Background: an optimization exercise with open tools, aiming at small area, a short achievable clock period and few clock cycles per item. Do not read the settings as production practice.
Only simulation tests tie the RTL to the original design; equivalence was not proved.
Power and IR drop assume default switching activity.

==> pepper <==
==> flow/design.v <==
`default_nettype none
package trit_dma_pkg;
    typedef logic [128-1:0] mword_t;
    typedef logic [28-1:0] maddr_t;
    typedef logic [32-1:0] sword_t;
    typedef logic [3-1:0] saddr_t;
    typedef logic [1:0] trit_t;
    typedef logic [2*27-1:0] trit_row_t;
    typedef logic [63:0] tick_t;
    typedef enum logic [1:0] {
        IDLE,
        LOAD,
        STORE,
        DONE
    } seq_state_t;
endpackage
`default_nettype wire
`timescale 1ns/1ps
`default_nettype none
module read_master (
    input  wire [28-4:0] i_base,
    input  wire                   i_carry,
    output logic [28-4:0] o_addr
);
    assign o_addr = i_base + (28-3)'(i_carry);
endmodule
`default_nettype wire
`timescale 1ns/1ps
`default_nettype none
module trit_dma_top (
    input  wire                       i_clk,
    input  wire                       i_arst,
    output logic                      o_finish_int,
    input  wire                       i_slave_write,
    input  wire                       i_slave_read,
    input  trit_dma_pkg::saddr_t      i_slave_address,
    input  trit_dma_pkg::sword_t      i_slave_writedata,
    input  wire [32/8-1:0]   i_slave_byteenable,
    output trit_dma_pkg::sword_t      o_slave_readdata,
    output logic                      o_slave_waitrequest,
    output logic                      o_slave_readdatavalid,
    output trit_dma_pkg::maddr_t      o_master_address,
    output logic                      o_master_read,
    output logic                      o_master_write,
    output trit_dma_pkg::mword_t      o_master_writedata,
    output logic [16-1:0]      o_master_byteenable,
    input  wire                       i_master_waitrequest,
    input  trit_dma_pkg::mword_t      i_master_readdata,
    input  wire                       i_master_readdatavalid
);
    localparam int DEPTH = 2;           
    localparam int PTR_W = (DEPTH > 1) ? $clog2(DEPTH) : 1;
    localparam int NB    = 16;
    localparam int LASTW = 6 - 1;
    trit_dma_pkg::sword_t src_reg;
    trit_dma_pkg::sword_t dst_reg;
    trit_dma_pkg::tick_t  tick_cnt;
    logic                 busy;
    logic                 finish;
    logic                 first;      
    logic                 start;
    assign o_slave_waitrequest   = 1'b0;
    assign o_slave_readdatavalid = i_slave_read;
    assign o_finish_int          = finish;
    assign start = i_slave_write && (i_slave_address == 3'd0) &&
                   i_slave_byteenable[0] && i_slave_writedata[1];
    always_ff @(posedge i_clk or posedge i_arst) begin
        if (i_arst) begin
            src_reg <= '0;
            dst_reg <= '0;
        end else if (i_slave_write) begin
            for (int i = 0; i < 32/8; i++) begin
                if (i_slave_byteenable[i]) begin
                    if (i_slave_address == 3'd1) src_reg[8*i +: 8] <= i_slave_writedata[8*i +: 8];
                    if (i_slave_address == 3'd2) dst_reg[8*i +: 8] <= i_slave_writedata[8*i +: 8];
                end
            end
        end
    end
    always_ff @(posedge i_clk or posedge i_arst) begin
        if (i_arst) begin
            tick_cnt <= '0;
        end else if (first) begin
            tick_cnt <= '0;
        end else if (busy) begin
            tick_cnt <= tick_cnt + 1'b1;
        end
    end
    always_comb begin
        case (i_slave_address)
            3'd0:      o_slave_readdata = {30'd0, busy, finish};
            3'd1:     o_slave_readdata = src_reg;
            3'd2:     o_slave_readdata = dst_reg;
            3'd3: o_slave_readdata = tick_cnt[31:0];
            3'd4: o_slave_readdata = tick_cnt[63:32];
            default:         o_slave_readdata = '0;
        endcase
    end
    logic [2:0]       rd_idx;     
    logic [2:0]       wr_idx;     
    logic [1:0]       avail;      
    logic [1:0]       cred;       
    logic             rd_q;
    logic             wr_q;
    logic             rd_acc;
    logic             wr_acc;
    logic             last_wr;
    logic [2:0]       rd_idx_n;
    logic [2:0]       wr_idx_n;
    logic [1:0]       avail_n;
    logic [1:0]       cred_n;
    logic             room_n;
    logic             rd_n;
    logic             wr_n;
    logic             byp;        
    logic             byp_ok;     
    logic             wr_cur;     
    logic             addr_wr;    
    logic [2:0]           addr_lo;    
    logic                 addr_cy;    
    logic [28-4:0] addr_hi_src;
    logic [28-4:0] addr_hi_dst;
    assign o_master_read       = rd_q;
    assign byp                 = byp_ok && i_master_readdatavalid;
    assign wr_cur              = wr_q || byp;
    assign o_master_write      = wr_cur;
    assign rd_acc              = rd_q && !i_master_waitrequest;
    assign wr_acc              = wr_cur && !i_master_waitrequest;
    assign last_wr             = wr_acc && (wr_idx == 3'(LASTW));
    assign o_master_byteenable = {16{1'b1}};
    read_master src_hi_i (.i_base(src_reg[28-1:3]), .i_carry(addr_cy), .o_addr(addr_hi_src));
    read_master dst_hi_i (.i_base(dst_reg[28-1:3]), .i_carry(addr_cy), .o_addr(addr_hi_dst));
    assign o_master_address    = {addr_wr ? addr_hi_dst : addr_hi_src, addr_lo};
    assign rd_idx_n = rd_idx + 3'(rd_acc);
    assign wr_idx_n = wr_idx + 3'(wr_acc);
    assign avail_n  = avail + 2'(i_master_readdatavalid) - 2'(wr_acc);
    assign cred_n   = cred - 2'(rd_acc) + 2'(wr_acc);
    assign room_n   = (rd_idx_n != 3'(LASTW + 1)) && (cred_n != 2'd0);
    assign rd_n     = (rd_q && i_master_waitrequest) ||
                      (!(wr_cur && i_master_waitrequest) && room_n);
    assign wr_n     = (wr_cur && i_master_waitrequest) ||
                      (!(rd_q && i_master_waitrequest) && !room_n && (avail_n != 2'd0));
    always_ff @(posedge i_clk) begin
        addr_wr <= !start && !rd_n;
        if (start) begin
            {addr_cy, addr_lo} <= {1'b0, src_reg[2:0]};
        end else if (!rd_n) begin
            {addr_cy, addr_lo} <= {1'b0, dst_reg[2:0]} + {1'b0, wr_idx_n};
        end else begin
            {addr_cy, addr_lo} <= {1'b0, src_reg[2:0]} + {1'b0, rd_idx_n};
        end
    end
    always_ff @(posedge i_clk or posedge i_arst) begin
        if (i_arst) begin
            busy   <= 1'b0;
            finish <= 1'b0;
            first  <= 1'b0;
            rd_q   <= 1'b0;
            wr_q   <= 1'b0;
            rd_idx <= '0;
            wr_idx <= '0;
            avail  <= '0;
            cred   <= '0;
            byp_ok <= 1'b0;
        end else begin
            first <= start;
            if (start) begin
                busy   <= 1'b1;
                finish <= 1'b0;
                rd_q   <= 1'b1;
                wr_q   <= 1'b0;
                rd_idx <= '0;
                wr_idx <= '0;
                avail  <= '0;
                cred   <= 2'(DEPTH);
                byp_ok <= 1'b0;
            end else begin
                rd_idx <= rd_idx_n;
                wr_idx <= wr_idx_n;
                avail  <= avail_n;
                cred   <= cred_n;
                byp_ok <= busy && !last_wr && !rd_n && !wr_n && (avail_n == 2'd0);
                if (last_wr) begin
                    busy   <= 1'b0;
                    finish <= 1'b1;
                    rd_q   <= 1'b0;
                    wr_q   <= 1'b0;
                end else if (busy) begin
                    rd_q <= rd_n;
                    wr_q <= wr_n;
                end
            end
        end
    end
    logic [2*NB-1:0]  buf_q [DEPTH];
    logic [DEPTH-1:0] rx_sel;     
    logic [DEPTH-1:0] wr_sel;     
    logic             tail_ok;    
    always_ff @(posedge i_clk or posedge i_arst) begin
        if (i_arst) begin
            rx_sel  <= DEPTH'(1);
            wr_sel  <= DEPTH'(1);
            tail_ok <= 1'b1;
        end else if (start) begin
            rx_sel  <= DEPTH'(1);
            wr_sel  <= DEPTH'(1);
            tail_ok <= 1'b1;
        end else begin
            if (i_master_readdatavalid) rx_sel <= {rx_sel[DEPTH-2:0], rx_sel[DEPTH-1]};
            if (wr_acc) begin
                wr_sel  <= {wr_sel[DEPTH-2:0], wr_sel[DEPTH-1]};
                tail_ok <= (wr_idx != 3'(LASTW - 1));
            end
        end
    end
    always_ff @(posedge i_clk) begin
        for (int e = 0; e < DEPTH; e++) begin
            if (i_master_readdatavalid && rx_sel[e]) begin
                for (int j = 0; j < NB; j++) buf_q[e][2*j +: 2] <= i_master_readdata[8*j +: 2];
            end
        end
    end
    always_comb begin
        logic [1:0] t;
        for (int j = 0; j < NB; j++) begin
            t = '0;
            for (int e = 0; e < DEPTH; e++) begin
                if (wr_sel[e] && (j == 0 || e != (LASTW % DEPTH) || tail_ok)) t = t | buf_q[e][2*j +: 2];
            end
            if (byp_ok) t = (j == 0 || tail_ok) ? i_master_readdata[8*j +: 2] : 2'b00;
            o_master_writedata[8*j +: 8] = {{6{t[1]}}, t};
        end
    end
endmodule
`default_nettype wire
==> flow/flow/run.sh <==
#!/bin/bash
set -euo pipefail
cd "$(dirname "$0")/.."
bash standard.sh BUFFER_PORTS_ARGS="-buffer_cell sky130_fd_sc_hd__buf_1" finish > standard_flow.log 2>&1
==> flow/standard.sh <==
#!/bin/bash
# synth_recipe.tcl (not shown) runs the flow's synth.tcl, then flattens the netlist and writes it again
# the make line also repeats each setting of config.mk as NAME=value (left out here)
make -C /OpenROAD-flow-scripts/flow DESIGN_CONFIG=/design/flow/config.mk WORK_HOME=/design/flow/orfs CLKGATE_MAP_FILE= SYNTH_SCRIPT=/design/flow/synth_recipe.tcl "${@:-finish}"
==> flow/config.mk <==
export PLATFORM = sky130hd
export DESIGN_NAME = trit_dma_top
export DESIGN_NICKNAME = trit_dma_top
export VERILOG_FILES = /design/flow/design.v
export SDC_FILE = /design/flow/constraint.sdc
export NUM_CORES = 4
export LEC_CHECK = 0
export CAP_MARGIN = 20
export CORE_MARGIN = 2
export CORE_UTILIZATION = 65
export CTS_CLUSTER_DIAMETER = 200
export CTS_CLUSTER_SIZE = 25
export SETUP_SLACK_MARGIN = 2.0
export SLEW_MARGIN = 20
export SYNTH_HIERARCHICAL = 1
export TNS_END_PERCENT = 0
==> flow/constraint.sdc <==
create_clock -name core_clock -period 5.0 [get_ports {i_clk}]
set_input_delay 1.0000 -clock core_clock [delete_from_list [all_inputs] [get_ports {i_clk}]]
set_output_delay 1.0000 -clock core_clock [all_outputs]
set_load 0.01 [all_outputs]
==> sierra (differences from pepper) <==
--- a/flow/design.v
+++ b/flow/design.v
@@ -130,5 +130,5 @@
     assign o_master_byteenable = {16{1'b1}};
-    read_master src_hi_i (.i_base(src_reg[28-1:3]), .i_carry(addr_cy), .o_addr(addr_hi_src));
-    read_master dst_hi_i (.i_base(dst_reg[28-1:3]), .i_carry(addr_cy), .o_addr(addr_hi_dst));
-    assign o_master_address    = {addr_wr ? addr_hi_dst : addr_hi_src, addr_lo};
+    assign addr_hi_src         = addr_wr ? dst_reg[28-1:3] : src_reg[28-1:3];
+    read_master hi_i (.i_base(addr_hi_src), .i_carry(addr_cy), .o_addr(addr_hi_dst));
+    assign o_master_address    = {addr_hi_dst, addr_lo};
     assign rd_idx_n = rd_idx + 3'(rd_acc);
Settings changed: CTS_CLUSTER_DIAMETER 200 to 100, SETUP_SLACK_MARGIN 2.0 to 1.85.
==> qor summary <==
Slowest stage cell, crit path: sierra dfxtp_4; pepper dfrtp_1
Source-to-sink clock delay at the later pin of the worst-skew pair: sierra 0.48 ns; pepper 0.49 ns
Resized Gates After CTS: sierra 35; pepper 30
Vias in the first global route: sierra 8,590; pepper 8,752
Multi-input gate share of the layout cell area: sierra 40.9%; pepper 43.5%
Multi-input logic cell count: sierra 719; pepper 792
1st-pass router iterations: sierra 29; pepper 7
CP Depth: sierra 8; pepper 9
Met3 wirelength from detailed routing: sierra 1.35 mm; pepper 1.69 mm
Average via count per standard cell: sierra 6.02; pepper 5.89
Power per cell area: sierra 476 nW/um^2; pepper 429 nW/um^2
Critical path data arrival time: sierra 2.33 ns; pepper 2.34 ns
Run status: sierra finished clean; pepper finished clean
Floorplan die area: sierra 19,600 um^2; pepper 20,700 um^2
Sequential cell area fraction in the yosys report: sierra 47.8%; pepper 45.4%
Top power consumer group: sierra combinational cells; pepper registers
Overall die width: sierra 140 um; pepper 144 um
Non-Filler Instances: sierra 1,494; pepper 1,602
Cell variety after synth: sierra 60; pepper 64
Origin of the critical flop-to-flop path: sierra busy; pepper byp_ok
Layout Utilization: sierra 72.4%; pepper 70.8%
Sequential standard cell area: sierra 5760 um^2; pepper 5760 um^2
Testbench counts of pepper, summed over its fixed seeds: cycles 5,659, transfers 320.
Testbench counts of sierra, summed over its fixed seeds: cycles 5,659, transfers 320.

what the ideal ports hide:
In the flow no input, the clock included, has a driving cell. The finished layouts below were timed again as built, in two steps.
Step 1, drivers: a clkbuf_16 drives i_clk and a buf_2 each remaining input, both assumed.
Step 2, shift: input delay + t, output delay - t, t = (earliest + latest rising clock arrival at the registers) / 2. This alone moves slack from input paths to output paths.
a / b / c = ideal ports / drivers / drivers and shift; a / b = the first two.
run	t, ns	setup WS [ns]	cell pins on the clock port's net
pepper	0.526	1.660 / 1.611 / 1.390	1
sierra	0.512	1.669 / 1.624 / 1.382	1
After both steps setup and hold are still met in every run listed. For sierra, which loses most, drivers alone change the setup slack by -0.045 ns; drivers and shift together by -0.287 ns.
